This is an optimization exercise on Yosys and OpenROAD, whose aim is small area and a short achievable clock period, not a production implementation.
The RTL was checked by simulation tests, not by an equivalence proof against the original design.
Power and IR drop assume default switching activity.

===== standard.sh =====
#!/bin/bash
# synth_recipe.tcl (not shown) runs the flow's synth.tcl, then flattens the netlist and writes it again
# the make line also repeats each setting of config.mk as NAME=value (left out here)
make -C /OpenROAD-flow-scripts/flow DESIGN_CONFIG=/design/flow/config.mk WORK_HOME=/design/flow/orfs CLKGATE_MAP_FILE= SYNTH_SCRIPT=/design/flow/synth_recipe.tcl "${@:-finish}"

===== design.v =====
package bawsss_pkg;
  localparam int WORD_W          = 16;
  localparam int WAIT_STATES_DEF = 2;
  localparam int DEPTH_LOG2_DEF  = 8;
  typedef enum logic [1:0] {
    IDLE = 2'd0,
    WAIT = 2'd1,
    RESP = 2'd2
  } state_t;
endpackage
module bawsss_sram
#(
  parameter int N = 3
) (
  input  logic [N-1:0] d,
  input  logic [N-1:0] s,
  output logic         yn
);
  assign yn = ~|(d & s);
endmodule
module bawsss_rsp_gate (
  input  logic a,
  input  logic b,
  input  logic v,
  input  logic r,
  output logic y
);
  assign y = (a | b) & v & r;
endmodule
module bawsss_and
#(
  parameter int N = 2
) (
  input  logic [N-1:0] a,
  output logic         y
);
  assign y = &a;
endmodule
module bawsss_dmem_ctrl
#(
  parameter int WAIT_STATES = bawsss_pkg::WAIT_STATES_DEF,
  parameter int DEPTH_LOG2  = bawsss_pkg::DEPTH_LOG2_DEF
) (
  input  logic              clk,
  input  logic              reset,
  input  logic              req,
  input  logic              we,
  input  logic [bawsss_pkg::WORD_W-1:0] addr,
  input  logic [bawsss_pkg::WORD_W-1:0] wdata,
  output logic [bawsss_pkg::WORD_W-1:0] rdata,
  output logic              ready,
  output logic              err
);
  localparam int W     = bawsss_pkg::WORD_W;
  localparam int DEPTH = 1 << DEPTH_LOG2;
  localparam int CB    = DEPTH_LOG2 / 2;            
  localparam int RB    = DEPTH_LOG2 - CB;           
  localparam int NR    = 1 << RB;
  localparam int NC    = 1 << CB;
  localparam int SN    = 3;                         
  localparam int NS    = (DEPTH + SN - 1) / SN;     
  logic                  st_w1;      
  logic                  st_w2;      
  logic                  st_rsp;     
  logic                  idle;
  logic                  accept;
  logic                  fault;
  logic [NR-1:0]         row;        
  logic [NC-1:0]         col;        
  logic                  l_we;
  logic                  l_fault;
  logic                  l_load;     
  logic [NR-1:0]         l_row;
  logic [NC-1:0]         l_col;
  logic [W-1:0]          l_wdata;
  logic                  wr_pend;    
  logic [W-1:0]          rd_qa;      
  logic [W-1:0]          rd_qb;      
  logic                  rd_v;       
  logic [W-1:0]          mem_rdata_a;
  logic [W-1:0]          mem_rdata_b;
  assign idle   = ~(st_w1 | st_w2 | st_rsp);
  assign accept = idle & req;
  assign fault  = addr[0] | (addr[W-1:DEPTH_LOG2+1] != '0);
  always_comb begin
    row = '0;
    col = '0;
    row[addr[DEPTH_LOG2:CB+1]] = 1'b1;
    col[addr[CB:1]]            = 1'b1;
  end
  always_ff @(posedge clk) begin
    st_w1  <= reset & accept;
    st_w2  <= reset & st_w1;
    st_rsp <= reset & st_w2;
  end
  always_ff @(posedge clk) begin
    if (accept) begin
      l_we    <= we;
      l_fault <= fault;
      l_load  <= ~we & ~fault;
      l_row   <= row;
      l_col   <= col;
      l_wdata <= wdata;
    end
  end
  always_ff @(posedge clk) begin
    wr_pend <= st_rsp & reset & l_we & ~l_fault;
    rd_v    <= st_w2 & reset & l_load;
    rd_qa   <= mem_rdata_a;
    rd_qb   <= mem_rdata_b;
  end
  bawsss_and #(.N(2)) u_ready (.a({st_rsp, reset}),          .y(ready));
  bawsss_and #(.N(3)) u_err   (.a({st_rsp, l_fault, reset}), .y(err));
  for (genvar b = 0; b < W; b++) begin : g_rdata
    bawsss_rsp_gate u_rd_gate (
      .a (rd_qa[b]),
      .b (rd_qb[b]),
      .v (rd_v),
      .r (reset),
      .y (rdata[b])
    );
  end
  logic [W-1:0]     mem [0:DEPTH-1];
  logic [NR-1:0]    wrow;
  logic [DEPTH-1:0] sel;
  logic [DEPTH-1:0] wsel;
  assign wrow = l_row & {NR{wr_pend}};
  for (genvar i = 0; i < DEPTH; i++) begin : g_word
    assign sel[i]  = l_row[i / NC] & l_col[i % NC];
    assign wsel[i] = wrow[i / NC]  & l_col[i % NC];
    always_ff @(posedge clk) begin
      if (wsel[i]) begin
        mem[i] <= l_wdata;
      end
    end
  end
  for (genvar b = 0; b < W; b++) begin : g_bit
    logic [NS-1:0] part_n;
    for (genvar g = 0; g < NS; g++) begin : g_slice
      localparam int N = (DEPTH - g*SN < SN) ? DEPTH - g*SN : SN;
      logic [N-1:0] d;
      for (genvar k = 0; k < N; k++) begin : g_d
        assign d[k] = mem[g*SN + k][b];
      end
      bawsss_sram #(.N(N)) u_rd (
        .d  (d),
        .s  (sel[g*SN +: N]),
        .yn (part_n[g])
      );
    end
    assign mem_rdata_a[b] = ~&part_n[NS/2-1:0];
    assign mem_rdata_b[b] = ~&part_n[NS-1:NS/2];
  end
endmodule

===== config.mk =====
export PLATFORM = sky130hd
export DESIGN_NAME = bawsss_dmem_ctrl
export DESIGN_NICKNAME = bawsss_dmem_ctrl
export VERILOG_FILES = /design/flow/design.v
export SDC_FILE = /design/flow/constraint.sdc
export NUM_CORES = 4
export LEC_CHECK = 0
export CAP_MARGIN = 20
export CELL_PAD_IN_SITES_DETAIL_PLACEMENT = 1
export CELL_PAD_IN_SITES_GLOBAL_PLACEMENT = 1
export CORE_MARGIN = 2
export CORE_UTILIZATION = 45
export PLACE_DENSITY = 0.6
export SETUP_SLACK_MARGIN = 4.3
export SLEW_MARGIN = 20
export SYNTH_HIERARCHICAL = 1
export SYNTH_MEMORY_MAX_BITS = 8192
export SYNTH_MINIMUM_KEEP_SIZE = 0

===== constraint.sdc =====
create_clock -name core_clock -period 8.0 [get_ports {clk}]
set_input_delay 1.6000 -clock core_clock [delete_from_list [all_inputs] [get_ports {clk}]]
set_output_delay 1.6000 -clock core_clock [all_outputs]
set_load 0.01 [all_outputs]

===== flow/run.sh =====
#!/bin/bash
# Own layout flow: the standard ORFS flow, with the port buffers made of
# plain buffers (buf_4) instead of the delay cell buffer_ports picks by default.
set -euo pipefail
export BUFFER_PORTS_ARGS="-buffer_cell sky130_fd_sc_hd__buf_4"
bash standard.sh finish > standard_flow.log 2>&1

==> parameters.txt, run 1 <==
Parameter                              Value

Clock tree
  Number of clock buffers inserted by TritonCTS    422
  Worst skew pair latency    about 970 ps
  CTS H-tree depth    5
  CTS tree    done
  Number of hold buffers added after cts    0
  CTS Buffer Depth    4
  Clock-pin slew on the worst setup and hold paths    60 ps
  Buffer cell driving the clock tree root    sky130_fd_sc_hd__clkbuf_16
  Clock Sinks    around 4,200

Yosys
  Count of state elements after synthesis    between 4,000 and 5,000
  Number of flops mapped to enable cells by yosys    between 4,000 and 5,000
  Mapped Cells    approximately 6,800
  Top-area cell type share of the netlist area    a little under nine tenths
  Leading cell types by total area after synthesis    sky130_fd_sc_hd__edfxtp_1 (85%), sky130_fd_sc_hd__a222oi_1 (9.3%), sky130_fd_sc_hd__nand4_1 (1.4%)
  Most frequent cell after synthesis    sky130_fd_sc_hd__edfxtp_1
  Primary FF master, synth    sky130_fd_sc_hd__edfxtp_1
  Post-synth design cell area    0.146 mm^2
  Avg Cell Area, Syn    21.5 um^2
  Number of distinct library cells after synthesis    40
  Most frequent cells after synthesis    sky130_fd_sc_hd__edfxtp_1 (4,147), sky130_fd_sc_hd__a222oi_1 (1,360), sky130_fd_sc_hd__nand4_1 (320)
  Share of synthesized flip-flops with an asynchronous set or reset    0%
  Fraction of the yosys area taken by sequential cells    85.6%
  Synth warnings    8
  Number of nets in the synthesized netlist    a little under 7,000
  Biggest area consumer among synthesized cells    sky130_fd_sc_hd__edfxtp_1

STA
  Tcrit/Tclk final    roughly 47%
  Setup repair after global routing missed its margin    true
  Sum of negative setup slack    0 ps
  Timing-limited maximum frequency    0.267 GHz
  Clock skew    roughly 54 ps
  Final count of negative-setup-slack endpoints    0
  Max-slew violation count    0
  Worst slew slack as a fraction of its limit    between 20% and 30%
  Final-report hold violation count    0
  Transition time at the pin with the least slew margin    1180 ps
  Fin crit period    3750 ps

Power
  Leakage power of the design    51.5 nW
  Power per cell area    274 mW/mm^2
  Sum of internal, switching and leakage power    45.6 mW
  Max rail drop VDD    approximately 0.20 mV

Global routing
  Number of antenna violations at the first check in global routing    38
  Global-route met3 utilization    between 3 and 4%
  Largest net degree at the start of global routing    193
  Most Used Layer, Global Route    met2
  Total global routing track utilization    between 20 and 30%
  Number of global-route vias before repair    roughly 80,000
  Met1 usage in global routing    36.5%
  Wire length of the first global-routing pass    ~620 mm
  Total congestion overflow after global routing    0
  M2 GR Usage    41.8%

Floorplanning
  Number of placed I/O pins    54
  Number of cell rows    209
  Die extent in y    574 um
  Total core area    0.324 mm^2
  Horiz. Die Dim    574 um
  Initial core utilization    45.2%
  Area of the die    0.330 mm^2

Run status
  Run status  timing/DRC/antenna clean

Placement
  Routability congestion estimate    0.850
  Port Buf Inserts    53
  HPWL reported at the end of detailed placement    between 200 and 300 mm

Worst setup path
  Worst EP required    8810 ps
  Critical path startpoint category    flop
  Setup Crit Path Kind    flop to flop
  Critical path's slowest cell    sky130_fd_sc_hd__nor4_2
  Worst path cell trace    and2_1 -> a222oi_1 -> nand4_1 -> nor4_2 -> nand3_1
  Critical Path End Type    flop
  CP max stage delay    between 800 and 900 ps
  Worst-path maximum fanout    18
  WP data arrival    4560 ps

Run
  Number of maximum-capacitance violations    0

Finish
  Total Nets Final    7,325
  Layout-stage area growth over the synthesis result    13.8%
  Fraction of final layout cells sized beyond drive strength 1    10.8%

Drt
  Detailed-route wire length per cell    approximately 36 um
  Post-detailed-routing wire length    436 mm
  Residual DRC count    0
  Iteration-0 DRC Markers    15,192
  Routed via count divided by cell count    6.64
  First-pass detailed-route iteration total    17
  Routed via count    79,512
  Post-detailed-route count of antenna-violating nets    0

Min path
  Hold/Removal Path Class    flop to flop
[modules after synthesis (local to each module, per instance), excerpt]
| module | copies in the design | cell area (um^2) | cells inside |
|---|---|---|---|
| bawsss_dmem_ctrl | 1 | 132000 | 5400 |
| bawsss_rsp_gate | 16 | 10.0 | 1 |
[routing by layer]
metal | share of wire [%] | wire length (um) | up-vias
li1 | - | - | 32644
met1 | 39 | 172000 | 42194
met2 | 48 | 210000 | 4112
met3 | 8.9 | 38600 | 554
met4 | 3.4 | 14800 | 8
met5 | 0.012 | 52 | -
[path summary, 6_finish.rpt]
check                 from        to  slack [ps]  depth (start not counted)
setup / recovery  l_row[7]  rd_qa[3]        4250                          5
hold / removal      l_load      rd_v         490                          1
setup reg to reg  l_row[7]  rd_qa[3]        4250                          5
hold reg to reg     l_load      rd_v         490                          1
[placed cells by master, fill, tap and decap left out, drive strengths merged, types with 2 or more instances in the layout]
| master | n |
|---|---|
| a222oi | 1360 |
| o211a | 16 |
| ha | 8 |
| nand2b | 3 |
| a31oi | 5 |
| nor4 | 66 |
| clkinv | 171 |
| clkbuf | 544 |
| nor2 | 4 |
| nand3 | 66 |
| edfxtp | 4147 |
| nor4b | 2 |
| clkinvlp | 15 |
| nor3b | 3 |
| nand4 | 320 |
| and2 | 260 |
| or3 | 2 |
| nand2 | 22 |
| bufinv | 29 |
| and3 | 259 |
| inv | 16 |
| nor2b | 15 |
| o22ai | 6 |
| diode | 16 |
| or2 | 2 |
| dfxtp | 37 |
| buf | 191 |
| o21ai | 5 |
| nor3 | 37 |
| a21boi | 6 |
[where the power goes]
| part | switching, mW | internal (mW) | total, mW |
|---|---|---|---|
| Combinational | 1.73 | 0.471 | 2.20 |
| Sequential | 0.0268 | 24.2 | 24.2 |
| Clock | 8.23 | 10.9 | 19.2 |
| Total | 9.99 | 35.6 | 45.6 |
[worst max-delay path, delay by kind of cell (launching register included)]
kind | cells | cell delay, ps
simple gates | 4 | 2020
compound gates | 1 | 710
flops | 1 | 790
[kinds of logic (layout without fill, tap and decap cells)]
logic type      after synthesis  count (layout)  synth area share [%]
other cells                   0              16                     0
xor+xnor                      2               2                0.0120
simple gates               1064            1064                  4.43
fa+ha+maj                     8               8                0.0684
compound gates             1404            1404                  9.54
buf+inv                     132             966                 0.345
flops                      4184            4184                  85.6
[repair_timing]
action / in CTS / in global routing
gates cloned: 1 / 0
setup endpoints to repair: 34 / 10
resized for setup: 26 / 10
buffers inserted: 3 / 0
pin swaps: 5 / 3
[stage by stage]
stage	hold WS, ps	std cells	worst slack, ps	area, um^2	utilization, %
5_1_grt	529	11957	4280	167000	51.4
4_1_cts	495	11950	4260	166000	51.4
3_3_place_gp	486	11170	3180	153000	47.2
3_5_place_dp	491	11175	3870	153000	47.2
6_report	489	11969	4250	167000	51.4
2_1_floorplan	458	6794	3950	146000	-
[layout make-up]
class | instances | area (um^2)
Inverter | 4 | 15.0
Tap cell | 4325 | 5410
Clock inverter | 227 | 1930
Sequential cell | 4184 | 125000
Clock buffer | 544 | 11400
Fill cell | 28249 | 157000
Antenna cell | 16 | 40.0
Timing Repair Buffer | 191 | 1700
Multi-Input combinational cell | 2478 | 20900
[flip-flops by register name, indices dropped and copies added, names as in the netlist]
name / count
wr_pend: 1
l_fault: 1
l_col: 16
l_we: 1
st_w1: 1
rd_qa: 16
l_wdata: 16
st_rsp: 1
st_w2: 1
l_load: 1
mem: 4096
l_row: 16
rd_v: 1
rd_qb: 16
==> inputs of run 2 (changes only) <==
--- a/config.mk
+++ b/config.mk
@@ -10,6 +10,9 @@
 export CELL_PAD_IN_SITES_GLOBAL_PLACEMENT = 1
 export CORE_MARGIN = 2
 export CORE_UTILIZATION = 45
+export CTS_BUF_LIST = sky130_fd_sc_hd__clkbuf_8
+export CTS_CLUSTER_DIAMETER = 45
+export CTS_CLUSTER_SIZE = 12
 export PLACE_DENSITY = 0.6
 export SETUP_SLACK_MARGIN = 4.3
 export SLEW_MARGIN = 20
==> run 2 against run 1 <==
  * Count of clock-buffer cells in the layout fell by 47
  * Via count barely moved
  * Maximum frequency rose by 0.51%
  * Sequential cell count did not move
  * Die area did not move
  * Global-route usage fell by 0.12 points
  * First-iteration DRC count rose by 1.5%
  * Clock skew rose by 19 ps
  * Total power fell by 8.5%
  * Clock power fell by about 20%
==> parameters.txt, run 2 <==
Parameter                              Value

Run status
  Run status  timing/DRC/antenna clean

Finish
  Largest register by flop count    mem
  Fill cells    28,499 (+0.88%)
  Total Nets Final    7,383 (+0.79%)
  Non-filler cells in the finished layout    12,050 (+0.68%)
  Most frequent standard cell in the layout excluding fill and tap cells    sky130_fd_sc_hd__edfxtp_1
  Highest-count cells in the layout ignoring fill and taps    sky130_fd_sc_hd__edfxtp_1 (4,147), sky130_fd_sc_hd__a222oi_1 (1,360), sky130_fd_sc_hd__clkbuf_8 (497), sky130_fd_sc_hd__nand4_1 (320)
  Fraction of final layout cells sized beyond drive strength 1    12.7% (+1.9 points)
  Layout-stage area growth over the synthesis result    11.7%
  Final instance area    0.163 mm^2 (-1.9%)
  Final core occ    50.4% (-0.99 points)
  Largest register FFs    4,096 (unchanged)

Placement
  Routability congestion estimate    0.850 (unchanged)
  Post-Place Cells    11,175 (unchanged)
  HPWL reported at the end of detailed placement    256 mm (unchanged)
  Pre-CTS WS    3870 ps (unchanged)
  Port Buf Inserts    53 (unchanged)
  Area after DPL    0.153 mm^2 (unchanged)

Yosys
  Biggest area consumer among synthesized cells    sky130_fd_sc_hd__edfxtp_1
  Xor/xnor cell area share of the yosys netlist    0.0120% (unchanged)
  Avg Cell Area, Syn    21.5 um^2 (unchanged)
  Number of flops mapped to enable cells by yosys    4,147 (unchanged)
  Primary FF master, synth    sky130_fd_sc_hd__edfxtp_1
  Share of synthesized flip-flops with an asynchronous set or reset    0% (unchanged)
  Most frequent cells after synthesis    sky130_fd_sc_hd__edfxtp_1 (4,147), sky130_fd_sc_hd__a222oi_1 (1,360), sky130_fd_sc_hd__nand4_1 (320)
  Post-synth design cell area    0.146 mm^2 (unchanged)
  Leading cell types by total area after synthesis    sky130_fd_sc_hd__edfxtp_1 (85%), sky130_fd_sc_hd__a222oi_1 (9.3%), sky130_fd_sc_hd__nand4_1 (1.4%)
  Adder and majority gate portion of the synthesized area    0.0684% (unchanged)
  Simple logic cell fraction of the synthesized area    4.43% (unchanged)
  Dominant combinational cell family by area after synthesis    compound AO/OA/AOI/OAI gates
  Number of distinct library cells after synthesis    40 (unchanged)
  Top-area cell type share of the netlist area    85.1% (unchanged)
  Most frequent cell after synthesis    sky130_fd_sc_hd__edfxtp_1
  Multiplexer share of the synthesized area    0% (unchanged)
  Fraction of the mapped netlist area in compound gates    9.54% (unchanged)
  Synth warnings    8 (unchanged)
  Mapped Cells    6,794 (unchanged)
  Count of state elements after synthesis    4,184 (unchanged)
  Number of nets in the synthesized netlist    6,838 (unchanged)
  Fraction of the yosys area taken by sequential cells    85.6% (unchanged)

Worst setup path
  Worst EP required    9040 ps (+230 ps)
  Worst-path maximum fanout    23 (+5)
  Setup Crit Path Kind    flop to flop
  CP max stage delay    670 ps (-150 ps)
  WP depth    7 (+2)
  Worst path cell trace    buf_4 -> and2_2 -> a222oi_1 -> nand4_1 -> nor4_2 -> buf_4 -> nand3_1
  Gate family responsible for the most delay along the worst path    simple AND/OR/NAND/NOR gates
  Cell repeated most along the worst path    sky130_fd_sc_hd__buf_4
  Worst-case reg-to-reg path depth    7 (+2)
  Critical path startpoint category    flop
  Crit path buffers/inverters    2 (+2)
  Critical Path End Type    flop
  Critical path's slowest cell    sky130_fd_sc_hd__nor4_2
  WP data arrival    4770 ps (+210 ps)

Power
  Clock group share of total power    36.7% (-5.3 points)
  Internal cell power    32.1 mW (-9.8%)
  Leakage power of the design    50.2 nW (-2.4%)
  Sum of internal, switching and leakage power    41.7 mW (-8.5%)
  Max rail drop VDD    0.154 mV (-22%)
  Sequential share of power    58.0% (+4.9 points)
  Switching fraction of total power    23.0% (+1.1 points)
  Power per cell area    255 mW/mm^2 (-6.7%)
  Part of the power in combinational logic    5.3% (+0.5 points)
  Net switching component of the power    9.59 mW (-4.0%)

Clock tree
  Worst skew pair latency    1170 ps (+200 ps)
  Number of hold buffers added after cts    0 (unchanged)
  Number of clock buffers inserted by TritonCTS    477 (+13%)
  CTS H-tree depth    5 (unchanged)
  Clock-pin slew on the worst setup and hold paths    90 ps (+30 ps)
  Clock Sinks    4,184 (unchanged)
  CTS tree    done
  CTS Buffer Depth    4 (unchanged)
  Buffer cell driving the clock tree root    sky130_fd_sc_hd__clkbuf_8

Drt
  First-pass detailed-route iteration total    14 (-3)
  Iteration-0 DRC Markers    15,425 (+1.5%)
  Post-detailed-routing wire length    433 mm (-0.54%)
  Routed via count divided by cell count    6.60 (-0.64%)
  Routed via count    79,538 (+0.033%)
  Residual DRC count    0 (unchanged)
  Post-detailed-route count of antenna-violating nets    0 (unchanged)
  Detailed-route wire length per cell    36.0 um (-1.2%)

STA
  Worst slew slack as a fraction of its limit    17.0% (-4.4 points)
  Max-slew violation count    0 (unchanged)
  Transition time at the pin with the least slew margin    1240 ps (+66.2 ps)
  Final-report hold violation count    0 (unchanged)
  Post-layout worst setup margin    4270 ps (+19.0 ps)
  Final hold slack    510 ps (+21.0 ps)
  Final count of negative-setup-slack endpoints    0 (unchanged)
  Sum of negative setup slack    0 ps (unchanged)
  Fin crit period    3730 ps (-19.0 ps)
  Tcrit/Tclk final    46.6% (-0.24 points)
  Setup repair after global routing missed its margin    false
  Clock skew    73.5 ps (+19.4 ps)
  Timing-limited maximum frequency    0.268 GHz (+0.51%)

Global routing
  Largest net degree at the start of global routing    193 (unchanged)
  Total global routing track utilization    25.8% (-0.12 points)
  Total congestion overflow after global routing    0 (unchanged)
  Wire length of the first global-routing pass    613 mm (-0.39%)
  Number of antenna violations at the first check in global routing    35 (-7.9%)
  Number of global-route vias before repair    80,095 (+0.14%)

Floorplanning
  Die extent in y    574 um (unchanged)
  Number of cell rows    209 (unchanged)
  Area of the die    0.330 mm^2 (unchanged)
  Horiz. Die Dim    574 um (unchanged)
  Number of placed I/O pins    54 (unchanged)
  Total core area    0.324 mm^2 (unchanged)
  Initial core utilization    45.2% (unchanged)

Min path
  Hold Path Cell Cnt    1 (unchanged)
  Hold/Removal Path Class    flop to flop

Run
  Number of maximum-capacitance violations    0 (unchanged)
[run 2: cell type report]
class / count / area [um^2] / area share [%]
multi-input combinational: 2478 / 20800 / 12.8
tap: 4325 / 5410 / 3.31
clock inverter: 349 / 3130 / 1.91
timing repair buffer: 194 / 1760 / 1.08
antenna: 19 / 47.5 / 0.0291
clock buffer: 497 / 6840 / 4.19
inverter: 4 / 15.0 / 0.00919
sequential: 4184 / 125000 / 76.7
[run 2: kinds of logic after synthesis]
family | count (synthesis)
AOI/OAI and AO/OA | 1404
xor gates and xnor gates | 2
adders and majority gates | 8
buffers and inverters | 132
DFF | 4184
and+or+nand+nor | 1064
[run 2: per-layer routing]
layer	global-route usage, %	share of wire, %	vias up
li1	-	-	32681
met1	36.3	40	42215
met2	41.6	48	4091
met3	4.04	8.7	545
met4	8.05	3.1	6
met5	0	0.0083	-
[run 2: power by group through the flow]
stage	clock network [mW]	logic, mW	registers [mW]
detailed placement	0	2.17	24.7
CTS	15.6	2.19	24.2
global placement	0	2.12	24.7
floorplan	0	0.789	24.9
global route	16.4	2.29	24.2
finish	15.3	2.20	24.2
[run 2: final timing paths]
path | end | start | slack (ps)
setup / recovery | rd_qa[13] | l_col[0] | 4270
setup reg to reg | rd_qa[13] | l_col[0] | 4270
hold / removal | rd_v | l_load | 510
hold reg to reg | rd_v | l_load | 510
[run 2: timing repair]
| item | in CTS | in global routing |
|---|---|---|
| setup endpoints to repair | 35 | 12 |
| gates resized for setup | 66 | 12 |
| cloned | 2 | 0 |
| buffers inserted | 4 | 2 |
| pin swaps | 5 | 5 |
[run 2: Yosys stat by module (local to each module, per instance), a selection]
module	cells inside	area, um^2
bawsss_dmem_ctrl	5400	132000
bawsss_rsp_gate	1	10.0
==> inputs of run 3 (changes only) <==
--- a/config.mk
+++ b/config.mk
@@ -12,7 +12,7 @@
 export CORE_UTILIZATION = 45
 export CTS_BUF_LIST = sky130_fd_sc_hd__clkbuf_8
 export CTS_CLUSTER_DIAMETER = 45
-export CTS_CLUSTER_SIZE = 12
+export CTS_CLUSTER_SIZE = 15
 export PLACE_DENSITY = 0.6
 export SETUP_SLACK_MARGIN = 4.3
 export SLEW_MARGIN = 20
==> run 3 against run 2 <==
  * Count of clock-buffer cells in the layout fell by 20
  * Routed wire length increased by 0.14%
  * Sequential cell count unchanged
  * Sequential power about the same
  * Clock skew fell by 0.74 ps
  * Synthesized cell count is the same
  * Utilization is 0.31 points higher
  * Global-route usage about the same
  * Maximum frequency about the same
  * Via count is 0.25% higher
==> parameters.txt, run 3 <==
Parameter                              Value

STA
  Fin crit period    3730 ps (+3.23 ps)
  Clock skew    72.8 ps (-0.737 ps)
  Worst slew slack as a fraction of its limit    18.7% (+1.7 points)
  Timing-limited maximum frequency    0.268 GHz (about the same)
  Sum of negative setup slack    0 ps (unchanged)
  Max-slew violation count    0 (unchanged)
  Final count of negative-setup-slack endpoints    0 (unchanged)
  Final hold slack    480 ps (-29.6 ps)
  Transition time at the pin with the least slew margin    1220 ps (-25.6 ps)
  Tcrit/Tclk final    46.7% (about the same)
  Setup repair after global routing missed its margin    true
  Final-report hold violation count    0 (unchanged)

Power
  Max rail drop VDD    0.138 mV (-10%)
  Power per cell area    260 mW/mm^2 (+2.0%)
  Leakage power of the design    50.4 nW (+0.37%)

Finish
  Fill cells    28,395 (-0.36%)
  Layout-stage area growth over the synthesis result    12.3%
  Largest register by flop count    mem
  Highest-count cells in the layout ignoring fill and taps    sky130_fd_sc_hd__edfxtp_1 (4,147), sky130_fd_sc_hd__a222oi_1 (1,360), sky130_fd_sc_hd__clkbuf_8 (477), sky130_fd_sc_hd__nand4_1 (320), sky130_fd_sc_hd__and2_1 (259)
  Total Nets Final    7,375 (-0.11%)
  Most frequent standard cell in the layout excluding fill and tap cells    sky130_fd_sc_hd__edfxtp_1
  Largest register FFs    4,096 (unchanged)
  Fraction of final layout cells sized beyond drive strength 1    14.0% (+1.3 points)

Yosys
  Number of nets in the synthesized netlist    6,838 (unchanged)
  Primary FF master, synth    sky130_fd_sc_hd__edfxtp_1
  Most frequent cells after synthesis    sky130_fd_sc_hd__edfxtp_1 (4,147), sky130_fd_sc_hd__a222oi_1 (1,360), sky130_fd_sc_hd__nand4_1 (320)
  Share of synthesized flip-flops with an asynchronous set or reset    0% (unchanged)
  Number of distinct library cells after synthesis    40 (unchanged)
  Biggest area consumer among synthesized cells    sky130_fd_sc_hd__edfxtp_1
  Post-synth design cell area    0.146 mm^2 (unchanged)
  Fraction of the yosys area taken by sequential cells    85.6% (unchanged)
  Synth warnings    8 (unchanged)
  Leading cell types by total area after synthesis    sky130_fd_sc_hd__edfxtp_1 (85%), sky130_fd_sc_hd__a222oi_1 (9.3%), sky130_fd_sc_hd__nand4_1 (1.4%)
  Most frequent cell after synthesis    sky130_fd_sc_hd__edfxtp_1
  Avg Cell Area, Syn    21.5 um^2 (unchanged)
  Count of state elements after synthesis    4,184 (unchanged)
  Mapped Cells    6,794 (unchanged)
  Number of flops mapped to enable cells by yosys    4,147 (unchanged)
  Top-area cell type share of the netlist area    85.1% (unchanged)

Clock tree
  CTS Buffer Depth    4 (unchanged)
  Worst skew pair latency    1140 ps (-30 ps)
  Number of hold buffers added after cts    0 (unchanged)
  Buffer cell driving the clock tree root    sky130_fd_sc_hd__clkbuf_8
  CTS tree    done
  Clock-pin slew on the worst setup and hold paths    90 ps (about the same)
  Number of clock buffers inserted by TritonCTS    471 (-1.3%)
  CTS H-tree depth    5 (unchanged)
  Clock Sinks    4,184 (unchanged)

Worst setup path
  Critical path's slowest cell    sky130_fd_sc_hd__nor3_2
  WP depth    6 (-1)
  Setup slack of the most critical reg-to-reg path    4270 ps (about the same)
  Critical Path End Type    flop
  Crit path capture    rd_qa[8]
  Worst reg2reg path endpoint    rd_qa[8]
  WP data arrival    4720 ps (-50 ps)
  Worst path cell trace    buf_4 -> and2_1 -> a222oi_1 -> nand4_1 -> nor3_2 -> nand3_1
  Critical Path Start    l_col[10]
  Critical path startpoint category    flop
  Worst R2R Start    l_col[10]
  Worst EP required    8980 ps (-60 ps)
  Worst-case reg-to-reg path depth    6 (-1)
  Gate family responsible for the most delay along the worst path    simple AND/OR/NAND/NOR gates
  Worst-path maximum fanout    22 (-4.3%)
  CP max stage delay    760 ps (+90 ps)
  Crit path buffers/inverters    1 (-1)
  Setup Crit Path Kind    flop to flop

Global routing
  Wire length of the first global-routing pass    614 mm (+0.12%)
  Number of antenna violations at the first check in global routing    39 (+11%)
  Total global routing track utilization    25.9% (+0.028 points)
  Number of global-route vias before repair    80,126 (+0.039%)
  Total congestion overflow after global routing    0 (unchanged)
  Largest net degree at the start of global routing    193 (unchanged)

Run status
  Run status  timing/DRC/antenna clean

Run
  Number of maximum-capacitance violations    0 (unchanged)

Placement
  HPWL reported at the end of detailed placement    256 mm (unchanged)
  Routability congestion estimate    0.850 (unchanged)
  Port Buf Inserts    53 (unchanged)

Floorplanning
  Horiz. Die Dim    574 um (unchanged)
  Die extent in y    574 um (unchanged)
  Number of placed I/O pins    54 (unchanged)
  Area of the die    0.330 mm^2 (unchanged)
  Total core area    0.324 mm^2 (unchanged)
  Number of cell rows    209 (unchanged)
  Initial core utilization    45.2% (unchanged)

Drt
  Routed via count divided by cell count    6.59 (-0.12%)
  Detailed-route wire length per cell    35.9 um (-0.24%)
  Routed via count    79,740 (+0.25%)
  Post-detailed-routing wire length    434 mm (+0.14%)
  First-pass detailed-route iteration total    13 (-1)
  Residual DRC count    0 (unchanged)
  Post-detailed-route count of antenna-violating nets    0 (unchanged)
  Iteration-0 DRC Markers    15,478 (+0.34%)

Min path
  Hold/Removal Path Class    flop to flop
  Source of the worst hold timing path    l_load
-- run 3: cell types whose count changed in the layout (fill, tap and decap cells not counted), sizes merged --
cell      before  now
clkbuf       497  478
diode         19   20
bufinv        50   62
clkinv       156  144
clkinvlp      47   85
inv          100  128
buf          194  191
-- run 3: cell families (layout without fill, tap and decap cells) --
logic type | count (synthesis) | count (layout) | synth area share (%)
flip-flops | 4184 | 4184 | 85.6
AO/OA/AOI/OAI | 1404 | 1404 | 9.54
AND/OR/NAND/NOR | 1064 | 1064 | 4.43
buffers and inverters | 132 | 1088 | 0.345
adder cells (fa/ha/maj) | 8 | 8 | 0.0684
XOR/XNOR | 2 | 2 | 0.0120
other | 0 | 20 | 0
-- run 3: layout make-up --
class / instances / area (um^2) / share of cell area [%]
well taps: 4325 / 5410 / 3.29
flip-flops and latches: 4184 / 125000 / 76.2
repair buffers: 192 / 1750 / 1.07
multi-input cells: 2478 / 20900 / 12.7
inverters: 4 / 15.0 / 0.00913
diodes: 20 / 50.0 / 0.0304
clock inverters: 415 / 4430 / 2.69
clock buffers: 477 / 6570 / 3.99
-- run 3: repair_timing --
item | 4_1_cts | 5_1_grt
buffers inserted | 4 | 0
gates resized for setup | 64 | 10
pin swaps | 4 | 2
cloned | 1 | 1
hold endpoints to repair | 0 | 0
endpoints found under the setup margin | 34 | 17
-- run 3: worst min-delay path by stage --
stage               cells after the start     to  slack [ps]
CTS                                     1   rd_v         510
global route                            1  st_w2         540
global placement                        1   rd_v         490
floorplan                               1   rd_v         460
finish                                  1   rd_v         480
detailed placement                      1   rd_v         490
-- run 3: where the power goes --
group	internal (mW)	switching, mW	total (mW)
clock	7.96	8.46	16.4
combinational	0.469	1.73	2.20
sequential	24.2	0.0269	24.2
-- run 3: per-layer routing --
metal / up-vias / GRT usage [%] / wire length (um)
met2: 4140 / 41.5 / 208000
met1: 42261 / 36.5 / 173000
met5: - / 0 / 60
li1: 32753 / - / -
met4: 10 / 8.43 / 14600
met3: 576 / 3.91 / 38100
-- run 3: per-stage QoR --
stage | area, um^2 | setup WS (ps) | total power, mW | cells | utilization [%]
after global routing | 164000 | 4200 | 44.0 | 12083 | 50.7
after detailed placement | 153000 | 3870 | 26.9 | 11175 | 47.2
after global placement | 153000 | 3180 | 26.8 | 11170 | 47.2
final | 164000 | 4270 | 42.8 | 12095 | 50.7
after CTS | 164000 | 4270 | 43.1 | 12072 | 50.7
after floorplan | 146000 | 3950 | 25.7 | 6794 | -
-- run 3: Yosys stat by module (local to each module, per instance), excerpt --
module / cells / flip-flops and latches / cell area [um^2] / copies in the design
bawsss_dmem_ctrl: 5400 / 4184 / 132000 / 1
bawsss_rsp_gate: 1 / 0 / 10.0 / 16
==> inputs of run 4 (changes only) <==
--- a/config.mk
+++ b/config.mk
@@ -9,12 +9,12 @@
 export CELL_PAD_IN_SITES_DETAIL_PLACEMENT = 1
 export CELL_PAD_IN_SITES_GLOBAL_PLACEMENT = 1
 export CORE_MARGIN = 2
-export CORE_UTILIZATION = 45
+export CORE_UTILIZATION = 50
 export CTS_BUF_LIST = sky130_fd_sc_hd__clkbuf_8
 export CTS_CLUSTER_DIAMETER = 45
-export CTS_CLUSTER_SIZE = 15
-export PLACE_DENSITY = 0.6
-export SETUP_SLACK_MARGIN = 4.3
+export CTS_CLUSTER_SIZE = 12
+export PLACE_DENSITY = 0.62
+export SETUP_SLACK_MARGIN = 4.5
 export SLEW_MARGIN = 20
 export SYNTH_HIERARCHICAL = 1
 export SYNTH_MEMORY_MAX_BITS = 8192
==> run 4 against run 3 <==
  * Sequential power about the same
  * Register-to-register slack better by 210 ps
  * Highest routed layer unchanged
  * Count of clock-buffer cells in the layout up 13
  * Worst setup slack better by 59 ps
  * Final cell count down 3.8%
  * Total power down 0.88%
  * Sequential share of layout area up 0.39 points
==> parameters.txt, run 4 <==
Parameter                              Value

STA
  Final-report hold violation count    0 (unchanged)
  Sum of negative setup slack    0 ps (unchanged)
  Fin crit period    3680 ps (-58.6 ps)
  Timing-limited maximum frequency    0.272 GHz (+1.6%)
  Transition time at the pin with the least slew margin    1170 ps (-46.2 ps)
  Max-slew violation count    0 (unchanged)
  Tcrit/Tclk final    46.0% (-0.73 points)
  Clock skew    64.0 ps (-8.76 ps)
  Worst slew slack as a fraction of its limit    21.8% (+3.1 points)
  Setup repair after global routing missed its margin    true
  Final count of negative-setup-slack endpoints    0 (unchanged)

Yosys
  Post-synth design cell area    0.146 mm^2 (unchanged)
  Primary FF master, synth    sky130_fd_sc_hd__edfxtp_1
  Top-area cell type share of the netlist area    85.1% (unchanged)
  Mapped Cells    6,794 (unchanged)
  Count of state elements after synthesis    4,184 (unchanged)
  Synth warnings    8 (unchanged)
  Most frequent cell after synthesis    sky130_fd_sc_hd__edfxtp_1
  Most frequent cells after synthesis    sky130_fd_sc_hd__edfxtp_1 (4,147), sky130_fd_sc_hd__a222oi_1 (1,360), sky130_fd_sc_hd__nand4_1 (320)
  Number of flops mapped to enable cells by yosys    4,147 (unchanged)
  Number of distinct library cells after synthesis    40 (unchanged)
  Avg Cell Area, Syn    21.5 um^2 (unchanged)
  Share of synthesized flip-flops with an asynchronous set or reset    0% (unchanged)
  Biggest area consumer among synthesized cells    sky130_fd_sc_hd__edfxtp_1
  Fraction of the yosys area taken by sequential cells    85.6% (unchanged)
  Number of nets in the synthesized netlist    6,838 (unchanged)
  Leading cell types by total area after synthesis    sky130_fd_sc_hd__edfxtp_1 (85%), sky130_fd_sc_hd__a222oi_1 (9.3%), sky130_fd_sc_hd__nand4_1 (1.4%)

Global routing
  M2 GR Usage    46.5% (+5.1 points)
  Wire length of the first global-routing pass    610 mm (-0.69%)
  Total global routing track utilization    28.8% (+3.0 points)
  Most Used Layer, Global Route    met2
  Total congestion overflow after global routing    0 (unchanged)
  Largest net degree at the start of global routing    186 (-3.6%)
  Met1 usage in global routing    40.9% (+4.4 points)
  Number of antenna violations at the first check in global routing    28 (-28%)
  Global-route met3 utilization    4.02% (+0.11 points)
  Number of global-route vias before repair    79,105 (-1.3%)

Clock tree
  Buffer cell driving the clock tree root    sky130_fd_sc_hd__clkbuf_8
  CTS tree    done
  Clock Sinks    4,184 (unchanged)
  Clock-pin slew on the worst setup and hold paths    80 ps (about the same)
  Number of hold buffers added after cts    0 (unchanged)
  CTS Buffer Depth    4 (unchanged)
  Worst skew pair latency    1170 ps (+30 ps)
  CTS H-tree depth    5 (unchanged)
  Number of clock buffers inserted by TritonCTS    479 (+1.7%)

Power
  Power per cell area    259 mW/mm^2 (-0.38%)
  Sum of internal, switching and leakage power    42.4 mW (-0.88%)
  Leakage power of the design    50.6 nW (+0.24%)
  Max rail drop VDD    0.256 mV (+86%)

Finish
  Highest-count cells in the layout ignoring fill and taps    sky130_fd_sc_hd__edfxtp_1 (4,147), sky130_fd_sc_hd__a222oi_1 (1,360), sky130_fd_sc_hd__clkbuf_8 (490), sky130_fd_sc_hd__nand4_1 (320), sky130_fd_sc_hd__and3_1 (256)
  Largest register by flop count    mem
  Most frequent standard cell in the layout excluding fill and tap cells    sky130_fd_sc_hd__edfxtp_1
  Total Nets Final    7,392 (+0.23%)
  Fraction of final layout cells sized beyond drive strength 1    12.9% (-1.1 points)
  Largest register FFs    4,096 (unchanged)
  Layout-stage area growth over the synthesis result    11.8%

Drt
  Detailed-route wire length per cell    37.3 um (+3.8%)
  Routed via count divided by cell count    6.86 (+4.1%)
  Iteration-0 DRC Markers    16,438 (+6.2%)
  Post-detailed-route count of antenna-violating nets    0 (unchanged)
  Post-detailed-routing wire length    434 mm (-0.11%)
  First-pass detailed-route iteration total    15 (+2)
  Routed via count    79,899 (+0.20%)
  Residual DRC count    0 (unchanged)

Floorplanning
  Total core area    0.291 mm^2 (-10%)
  Horiz. Die Dim    545 um (-5.1%)
  Area of the die    0.297 mm^2 (-9.9%)
  Number of cell rows    198 (-5.3%)
  Number of placed I/O pins    54 (unchanged)
  Initial core utilization    50.3% (+5.1 points)
  Die extent in y    545 um (-5.1%)

Run
  Number of maximum-capacitance violations    0 (unchanged)

Placement
  Routability congestion estimate    0.853 (+0.35%)
  Port Buf Inserts    53 (unchanged)
  HPWL reported at the end of detailed placement    253 mm (-1.2%)

Worst setup path
  Critical path startpoint category    input port
  Critical Path End Type    output port
  Setup Crit Path Kind    input port to output port
  Worst-path maximum fanout    6 (-73%)
  Worst EP required    6400 ps (-2580 ps)
  WP data arrival    2080 ps (-2640 ps)

Run status
  Run status  timing/DRC/antenna clean

Min path
  Hold/Removal Path Class    flop to flop
==> run 4: cell counts after synthesis <==
Identical to the previous run, type by type.
==> run 4: worst max-delay path, stage by stage <==
cell                        delay (ps)
sky130_fd_sc_hd__clkbuf_16         170
sky130_fd_sc_hd__o211a_1           180
sky130_fd_sc_hd__buf_4             120
==> run 4: power by group <==
group          internal [mW]  total, mW  switching, mW
registers               24.2       24.2         0.0192
logic                  0.479       2.23           1.75
clock network           8.07       16.0           7.95
total                   32.7       42.4           9.72
==> run 4: routing by layer <==
metal  routed length, um  up-vias  share of wire, %
li1                    -    32720                 -
met3               38300      583               8.8
met4               14500       12               3.3
met1              170000    42083                39
met2              211000     4501                49
met5                  74        -             0.017
==> run 4: modules after synthesis (local to each module, per instance), a selection <==
module | cell area (um^2) | flops+latches | copies in the design | cells inside
bawsss_dmem_ctrl | 132000 | 4184 | 1 | 5400
bawsss_rsp_gate | 10.0 | 0 | 16 | 1
==> run 4: logic make-up after synthesis <==
kind of cell             share of synthesized area [%]
flip-flops                                        85.6
AO/OA/AOI/OAI                                     9.54
AND/OR/NAND/NOR                                   4.43
buffers and inverters                            0.345
adder cells (fa/ha/maj)                         0.0684
XOR/XNOR                                        0.0120
==> run 4: repair_timing <==
item | CTS | global route
setup endpoints to repair | 41 | 37
setup buffers | 4 | 1
resized for setup | 62 | 20
gates cloned | 0 | 2
pin swaps | 13 | 14
==> run 4: area by class of cell <==
| class | instances | area [um^2] |
|---|---|---|
| Antenna cell | 19 | 47.5 |
| Clock buffer | 490 | 6740 |
| Clock inverter | 364 | 3780 |
| Fill cell | 24691 | 128000 |
| Inverter | 4 | 15.0 |
| Multi-Input combinational cell | 2478 | 20900 |
| Sequential cell | 4184 | 125000 |
| Tap cell | 3900 | 4880 |
| Timing Repair Buffer | 201 | 1850 |
==> run 4: final timing paths <==
kind / from / endpoint / slack [ps] / cells past startpoint
worst min register to register: l_load / rd_v / 490 / 1
worst max-delay path: reset / rdata[4] / 4320 / 3
worst max register to register: l_col[5] / rd_qa[14] / 4480 / 7
worst min-delay path: l_load / rd_v / 490 / 1
==> run 4: through the flow <==
stage               cell area (um^2)  instances  hold WS, ps  setup WS (ps)  util (%)
CTS                           163000      11615          490           4280      56.1
finish                        164000      11640          494           4320      56.2
detailed placement            152000      10757          472           4060      52.4
global route                  164000      11626          505           4300      56.2
floorplan                     146000       6794          458           3950         -
global placement              152000      10750          468           3710      52.3

separate check: timing with driven ports:
Ports are ideal in the flow. The routed layouts listed here were re-timed in OpenROAD.
Step 1 assumes that a clkbuf_16 drives the clock port and a buf_2 every other input.
Step 2 times the ports against the registers' clock, not the clock port: input delays grow and output delays shrink by t, the midpoint of the rising clock arrivals with the driver on.
Three values: ideal, step 1, step 2; two values: the first two.
| run | shift t [ns] | setup slack, ns | hold slack, ns | worst setup path at the end |
|---|---|---|---|---|
| run 1 | 1.044 | 4.250 / 4.156 / 4.156 | 0.489 / 0.489 / 0.489 | input to output |
| run 2 | 1.232 | 4.269 / 4.138 / 4.138 | 0.510 / 0.510 / 0.510 | input to output |
| run 3 | 1.205 | 4.265 / 4.183 / 4.183 | 0.480 / 0.480 / 0.480 | input to output |
| run 4 | 1.236 | 4.324 / 3.987 / 3.987 | 0.494 / 0.494 / 0.494 | input to output |
After both steps every run listed still meets setup and hold. The setup slack of run 4, which loses most, moves by -0.337 ns with the drivers and by -0.337 ns with both steps.
